Background: an optimization exercise with open tools, aiming at small area and a short achievable clock period. Do not read the settings as production practice. In this exercise RTL edits were held to simulation tests only and were not proved equivalent to the original. Power and IR drop assume default switching activity.

## flow/design.v

```verilog
module udp_tx_arbiter #(
    parameter int unsigned DATA_WIDTH = 512,
    parameter int unsigned KEEP_WIDTH = DATA_WIDTH / 8,
    parameter int unsigned CNT_WIDTH  = 16
) (
    input  logic                  clk,
    input  logic                  rst,
    input  logic                  s_axis_peer_valid,
    output logic                  s_axis_peer_ready,
    input  logic [DATA_WIDTH-1:0] s_axis_peer_data,
    input  logic [KEEP_WIDTH-1:0] s_axis_peer_keep,
    input  logic                  s_axis_peer_last,
    input  logic [15:0]           s_axis_peer_src,
    input  logic [15:0]           s_axis_peer_dst,
    input  logic [15:0]           s_axis_peer_size,
    input  logic                  s_axis_host_valid,
    output logic                  s_axis_host_ready,
    input  logic [DATA_WIDTH-1:0] s_axis_host_data,
    input  logic [KEEP_WIDTH-1:0] s_axis_host_keep,
    input  logic                  s_axis_host_last,
    input  logic [15:0]           s_axis_host_src,
    input  logic [15:0]           s_axis_host_dst,
    input  logic [15:0]           s_axis_host_size,
    output logic                  m_axis_tx_valid,
    input  logic                  m_axis_tx_ready,
    output logic [DATA_WIDTH-1:0] m_axis_tx_data,
    output logic [KEEP_WIDTH-1:0] m_axis_tx_keep,
    output logic                  m_axis_tx_last,
    output logic [15:0]           m_axis_tx_src,
    output logic [15:0]           m_axis_tx_dst,
    output logic [15:0]           m_axis_tx_size,
    output logic [CNT_WIDTH-1:0]  stat_peer_pkts,
    output logic [CNT_WIDTH-1:0]  stat_host_pkts,
    output logic [CNT_WIDTH-1:0]  stat_len_err
);
    localparam int unsigned PCNT_WIDTH = $clog2(KEEP_WIDTH + 1);
    localparam logic PortPeer = 1'b0;
    localparam logic PortHost = 1'b1;
    typedef enum logic [0:0] {StIdle, StXfer} state_e;
    state_e          state_q, state_d;
    logic            grant_q, grant_d;
    logic            last_grant_q, last_grant_d;
    logic            first_q, first_d;
    logic [16:0]     acc_q, acc_d;
    logic                  valid_q;
    logic [DATA_WIDTH-1:0] data_q;
    logic [KEEP_WIDTH-1:0] keep_q;
    logic                  last_q;
    logic [15:0]           src_q, dst_q, size_q;
    logic [CNT_WIDTH-1:0]  peer_cnt_q, host_cnt_q, err_cnt_q;
    logic                  sel_valid;
    logic [DATA_WIDTH-1:0] sel_data;
    logic [KEEP_WIDTH-1:0] sel_keep;
    logic                  sel_last;
    logic [15:0]           sel_src, sel_dst, sel_size;
    logic                  out_ready, xfer_ready, beat, pkt_done, len_bad;
    logic [PCNT_WIDTH-1:0] keep_cnt;
    logic [16:0]           byte_sum;
    logic [15:0]           size_ref;
    always_comb begin
        if (grant_q == PortHost) begin
            sel_valid = s_axis_host_valid;
            sel_data  = s_axis_host_data;
            sel_keep  = s_axis_host_keep;
            sel_last  = s_axis_host_last;
            sel_src   = s_axis_host_src;
            sel_dst   = s_axis_host_dst;
            sel_size  = s_axis_host_size;
        end else begin
            sel_valid = s_axis_peer_valid;
            sel_data  = s_axis_peer_data;
            sel_keep  = s_axis_peer_keep;
            sel_last  = s_axis_peer_last;
            sel_src   = s_axis_peer_src;
            sel_dst   = s_axis_peer_dst;
            sel_size  = s_axis_peer_size;
        end
    end
    assign out_ready         = !valid_q || m_axis_tx_ready;
    assign xfer_ready        = (state_q == StXfer) && out_ready;
    assign s_axis_peer_ready = xfer_ready && (grant_q == PortPeer);
    assign s_axis_host_ready = xfer_ready && (grant_q == PortHost);
    assign beat              = xfer_ready && sel_valid;
    assign pkt_done          = beat && sel_last;
    always_comb begin
        keep_cnt = '0;
        for (int unsigned i = 0; i < KEEP_WIDTH; i++) begin
            keep_cnt = keep_cnt + PCNT_WIDTH'(sel_keep[i]);
        end
    end
    assign byte_sum = acc_q + 17'(keep_cnt);
    assign size_ref = first_q ? sel_size : size_q;
    assign len_bad  = byte_sum != {1'b0, size_ref};
    always_comb begin
        state_d      = state_q;
        grant_d      = grant_q;
        last_grant_d = last_grant_q;
        first_d      = first_q;
        acc_d        = acc_q;
        unique case (state_q)
            StIdle: begin
                if (s_axis_peer_valid || s_axis_host_valid) begin
                    if (s_axis_peer_valid && s_axis_host_valid) begin
                        grant_d = ~last_grant_q;
                    end else begin
                        grant_d = s_axis_host_valid ? PortHost : PortPeer;
                    end
                    state_d = StXfer;
                    first_d = 1'b1;
                    acc_d   = '0;
                end
            end
            StXfer: begin
                if (beat) begin
                    first_d = 1'b0;
                    acc_d   = byte_sum;
                    if (sel_last) begin
                        state_d      = StIdle;
                        last_grant_d = grant_q;
                    end
                end
            end
            default: state_d = StIdle;
        endcase
    end
    always_ff @(posedge clk or posedge rst) begin
        if (rst) begin
            state_q      <= StIdle;
            grant_q      <= PortPeer;
            last_grant_q <= PortHost;
            first_q      <= 1'b0;
            acc_q        <= '0;
        end else begin
            state_q      <= state_d;
            grant_q      <= grant_d;
            last_grant_q <= last_grant_d;
            first_q      <= first_d;
            acc_q        <= acc_d;
        end
    end
    always_ff @(posedge clk or posedge rst) begin
        if (rst) begin
            valid_q <= 1'b0;
            data_q  <= '0;
            keep_q  <= '0;
            last_q  <= 1'b0;
            src_q   <= '0;
            dst_q   <= '0;
            size_q  <= '0;
        end else if (beat) begin
            valid_q <= 1'b1;
            data_q  <= sel_data;
            keep_q  <= sel_keep;
            last_q  <= sel_last;
            if (first_q) begin
                src_q  <= sel_src;
                dst_q  <= sel_dst;
                size_q <= sel_size;
            end
        end else if (m_axis_tx_ready) begin
            valid_q <= 1'b0;
        end
    end
    always_ff @(posedge clk or posedge rst) begin
        if (rst) begin
            peer_cnt_q <= '0;
            host_cnt_q <= '0;
            err_cnt_q  <= '0;
        end else if (pkt_done) begin
            if (grant_q == PortPeer && peer_cnt_q != '1) begin
                peer_cnt_q <= peer_cnt_q + CNT_WIDTH'(1);
            end
            if (grant_q == PortHost && host_cnt_q != '1) begin
                host_cnt_q <= host_cnt_q + CNT_WIDTH'(1);
            end
            if (len_bad && err_cnt_q != '1) begin
                err_cnt_q <= err_cnt_q + CNT_WIDTH'(1);
            end
        end
    end
    assign m_axis_tx_valid = valid_q;
    assign m_axis_tx_data  = data_q;
    assign m_axis_tx_keep  = keep_q;
    assign m_axis_tx_last  = last_q;
    assign m_axis_tx_src   = src_q;
    assign m_axis_tx_dst   = dst_q;
    assign m_axis_tx_size  = size_q;
    assign stat_peer_pkts  = peer_cnt_q;
    assign stat_host_pkts  = host_cnt_q;
    assign stat_len_err    = err_cnt_q;
endmodule
```

## flow/run.sh

```bash
#!/bin/bash
# synth_recipe.tcl (not shown) runs the flow's synth.tcl, then flattens the netlist and writes it again
# the make line also repeats each setting of config.mk as NAME=value (left out here)
make -C /OpenROAD-flow-scripts/flow DESIGN_CONFIG=/design/flow/config.mk WORK_HOME=/design/flow/orfs CLKGATE_MAP_FILE= SYNTH_SCRIPT=/design/flow/synth_recipe.tcl finish
```

## flow/config.mk

```make
export PLATFORM = sky130hd
export DESIGN_NAME = udp_tx_arbiter
export DESIGN_NICKNAME = udp_tx_arbiter
export VERILOG_FILES = /design/flow/design.v
export SDC_FILE = /design/flow/constraint.sdc
export NUM_CORES = 4
export LEC_CHECK = 0
export CAP_MARGIN = 20
export CORE_AREA = 10 10 710 710
export DIE_AREA = 0 0 720 720
export SLEW_MARGIN = 20
```

## flow/constraint.sdc

```tcl
create_clock -name core_clock -period 12.0 [get_ports {clk}]
set_input_delay 2.4000 -clock core_clock [delete_from_list [all_inputs] [get_ports {clk}]]
set_output_delay 2.4000 -clock core_clock [all_outputs]
set_load 0.01 [all_outputs]
```

==> key figures <==
Yosys
  – Seq/Total Area, Yosys: 51.24%
  – Synth Flop Type: dfrtp_1
  – Asr flop ratio synth: 100.0%
  – Ys Warns: 1
  – Synthesized area per cell: 10.42 um^2
  – Syn nets: 4599
  – Synthesized cell area: 0.03394 mm^2
  – Synth Register Bits: 695
  – Number of flops mapped to enable cells by yosys: 0
  – Synth unique cells: 59
  – Gate Count Post-Synth: 3257

Timing
  – PnR worst setup slack: 1.740 ns
  – RSZ-0062 raised after global routing: no
  – Min Tclk post-route: 10.26 ns
  – Setup TNS: 0 ns
  – Final period util: 85.50%
  – Relative slew slack: 19.76%
  – Worst clock skew: 0.04575 ns
  – Final Setup Violations: 0
  – Hold Worst Slack: 0.4742 ns
  – Hold Vio Cnt, Final: 0
  – Tightest Pin Transition: 1.204 ns
  – Max-slew violation count: 0
  – Fmax: 0.09747 GHz

Place
  – GPL Wtd Cong: 1.027
  – Setup Slack @ Placement: 0.7637 ns
  – Input/output buffers: 1930
  – Post-DP HPWL: 391.4 mm

Final layout
  – Nets: 6457
  – Layout cells sized above 1: 5.834%
  – P&R area growth vs syn: 91.65%

Floorplan
  – Initial Util: 6.940%
  – CORE AREA: 0.4891 mm^2
  – Die ar.: 0.5184 mm^2
  – Die width: 720 um
  – Boundary pin count: 1931
  – FP Rows: 257
  – Vert. Die Dim: 720 um

Power
  – Comb pwr share: 71.1%
  – Total power per unit cell area: 400.3 mW/mm^2
  – Clock power frac: 12.7%
  – Sw Share: 48.69%
  – Peak supply drop: 2.264 mV
  – Internal cell power: 13360 uW
  – Sw Pwr: 12680 uW
  – Power share of the sequential group: 16.2%
  – Leakage: 0.02605 uW

Setup path
  – Crit start category: primary input
  – CP required: 12.70 ns
  – R2R depth: 24
  – Arr. time, crit path: 10.96 ns
  – Worst reg2reg path endpoint: err_cnt_q[9]
  – FF-to-FF Start: grant_q
  – Crit end category: flop
  – R2R Setup Slk: 2.63 ns
  – Critical path peak fanout: 9
  – Kind of critical path: in -> reg

Hold path
  – Min-Delay Path Class: reg -> reg
  – Hold depth: 2
  – Min-Delay Endpoint: data_q[463]
  – HP Start: data_q[463]

Clock network
  – Cts bufs inserted: 100
  – CTS resizes: 0
  – Root Buffer: clkbuf_16
  – Clock-pin slew on the worst setup and hold paths: 0.06 ns
  – # Post-CTS Setup Buffers: 0
  – TritonCTS clock tree: built
  – CTS max path bufs: 4
  – H-Tree Depth: 3
  – Hold-fix buffers at CTS: 0
  – Worst-Skew Late Latency: 0.84 ns
  – CTS sink cnt: 695

Drt
  – Initial drt markers: 3419
  – Residual DRC: 0
  – DR pass1 iterations: 5
  – WL per Instance: 36.16 um
  – ANT nets after route: 0
  – DR vias: 35980
  – Drt total wl: 429.3 mm
  – Via/cell ratio: 3.030

Run
  – Max-Cap Viols: 0

Global routing
  – Initial antenna violation count: 533
  – Number of global-route vias before repair: 33900
  – First-pass GRT wire length: 506.6 mm
  – Grt total ovfl: 0
  – GRT Total Usage: 15.80%
  – Pin count of the biggest net entering global routing: 268

Outcome
  – Status: complete, no violations
[registers in the layout (all words and copies together), names as in the netlist]
name / flops
first_q: 1
dst_q: 16
err_cnt_q: 16
size_q: 16
last_q: 1
valid_q: 1
keep_q: 64
acc_q: 17
state_q: 1
src_q: 16
grant_q: 1
host_cnt_q: 16
last_grant_q: 1
data_q: 512
peer_cnt_q: 16
[stage by stage]
| stage | util, % | total power, uW | instance area (um^2) | instances |
|---|---|---|---|---|
| final | 13.30 | 26040 | 65050 | 11870 |
| after global routing | 13.23 | 27750 | 64730 | 11750 |
| after CTS | 13.20 | 26370 | 64540 | 11670 |
| after detailed placement | 12.47 | 22890 | 60990 | 11490 |
| after global placement | 12.47 | 22990 | 60990 | 11490 |
| after floorplan | - | 16580 | 33950 | 3257 |
[synth_stat cells, drive strengths merged, types with 3 or more instances]
cell type / instances / area, um^2
nor2: 48 / 182.7
o21ai: 624 / 3123
a211oi: 3 / 32.53
or3: 4 / 25.02
o22ai: 3 / 18.77
mux2: 50 / 566.8
clkbuf: 185 / 695.7
nand4: 10 / 62.56
nor4: 8 / 77.57
and4: 3 / 26.28
buf: 36 / 178.9
nor2b: 4 / 25.02
ha: 31 / 387.9
inv: 54 / 202.7
a21oi: 25 / 136.4
a21o: 5 / 37.54
nand2: 662 / 2485
o31ai: 5 / 37.54
nand3: 28 / 140.1
fa: 56 / 1121
nand2b: 6 / 37.54
and2: 4 / 25.02
mux2i: 602 / 6026
xor2: 31 / 271.5
and3: 9 / 56.30
nor3: 7 / 50.05
xnor2: 37 / 324.1
dfrtp: 694 / 17370
[worst max-delay path, stage by stage]
cell and delay [ns]:
clkdlybuf4s50_1 0.72, mux2i_1 0.21, fa_1 0.58, inv_1 0.07
fa_1 0.49, inv_1 0.06, fa_1 0.54, fa_1 0.45
fa_1 0.55, fa_1 0.44, fa_1 0.52, fa_1 0.43
fa_1 0.45, fa_1 0.47, nand2b_1 0.21, a211oi_2 0.38
nor2b_1 0.13, xor2_1 0.24, xor2_1 0.10, nor4_1 0.37
and4_2 0.55, buf_4 0.28, nor4_1 0.09, xor2_1 0.17
[kinds of logic after synthesis]
family,count (synthesis),synth area share [%]
flip-flops,695,51.24
multiplexers,652,19.42
adder cells (fa/ha/maj),87,4.445
AO/OA/AOI/OAI,682,10.43
AND/OR/NAND/NOR,798,9.532
XOR/XNOR,68,1.755
buffers and inverters,275,3.174
[area by class of cell]
type	count	area, um^2
diodes	205	513.0
clock buffers	120	2728
clock inverters	61	823.3
fillers	55480	424000
inverters	54	206.4
multi-input cells	2287	15500
flip-flops and latches	695	17400
well taps	6475	8102
repair buffers	1977	19780
[worst max-delay path by stage]
stage / from / end / slack (ns) / depth (start not counted)
2_1_floorplan: rst / acc_q[0] / 0.09 / 1
3_3_place_gp: s_axis_peer_keep[36] / err_cnt_q[9] / 0.82 / 24
3_5_place_dp: s_axis_peer_keep[36] / err_cnt_q[9] / 0.76 / 24
4_1_cts: s_axis_peer_keep[36] / err_cnt_q[9] / 1.73 / 24
5_1_grt: s_axis_peer_keep[36] / err_cnt_q[9] / 1.40 / 24
6_report: s_axis_peer_keep[34] / err_cnt_q[9] / 1.74 / 24
[per-layer routing]
metal	routed length [um]	up-vias	track usage (%)	share of wire, %
li1	-	15200	-	-
met1	144100	16930	15.90	34
met2	193500	2510	25.44	45
met3	73040	1032	11.87	17
met4	16690	308	4.852	3.9
met5	2021	-	0	0.47
[cells in the final DEF, fill, tap and decap left out, types with 4 or more instances in the layout]
cell / count
a21o_1: 5
nor2_1: 47
nand3_1: 27
mux2_2: 49
nor3_1: 4
diode_2: 205
or3_1: 4
inv_6: 6
buf_4: 43
and3_1: 8
nor4_1: 5
nand2_1: 661
a21oi_1: 22
nand2b_1: 6
mux2i_1: 601
o21ai_0: 623
bufinv_16: 16
inv_1: 53
buf_12: 10
clkinv_2: 24
clkinvlp_4: 10
clkdlybuf4s50_1: 1924
dfrtp_1: 693
and2_1: 4
clkbuf_1: 5
fa_1: 56
xor2_1: 31
o31ai_1: 5
nor2b_1: 4
nand4_1: 10
ha_1: 31
clkbuf_8: 15
xnor2_1: 37
clkbuf_16: 100
[power by group through the flow]
stage	Sequential [uW]	Clock [uW]	Combinational, uW
finish	4210	3320	18500
global route	4340	3510	19900
CTS	4200	3430	18700
detailed placement	4220	0	18700
global placement	4190	0	18800
floorplan	4510	0	12100

static timing again, ports no longer ideal:
In the flow no input, the clock included, has a driving cell. The finished layout below was timed again as built, in two steps. Step 1, drivers: a clkbuf_16 drives clk and a buf_2 each remaining input, both assumed. Step 2 adds t to the input delays and takes it off the output delays; t is the mean of the earliest and latest rising clock arrival at the registers after step 1. Input paths then give back, and output paths get back, about the clock's delay inside the block. a / b / c = ideal ports / drivers / drivers and shift; a / b = the first two.
t, ns: 0.920
setup slack, ns: 1.740 / 1.794 / 0.874
worst data-port slew with drivers (ns): 0.77
After both steps this run still meets setup and hold. For this run, drivers alone change the setup slack by +0.054 ns; drivers and shift together by -0.866 ns.
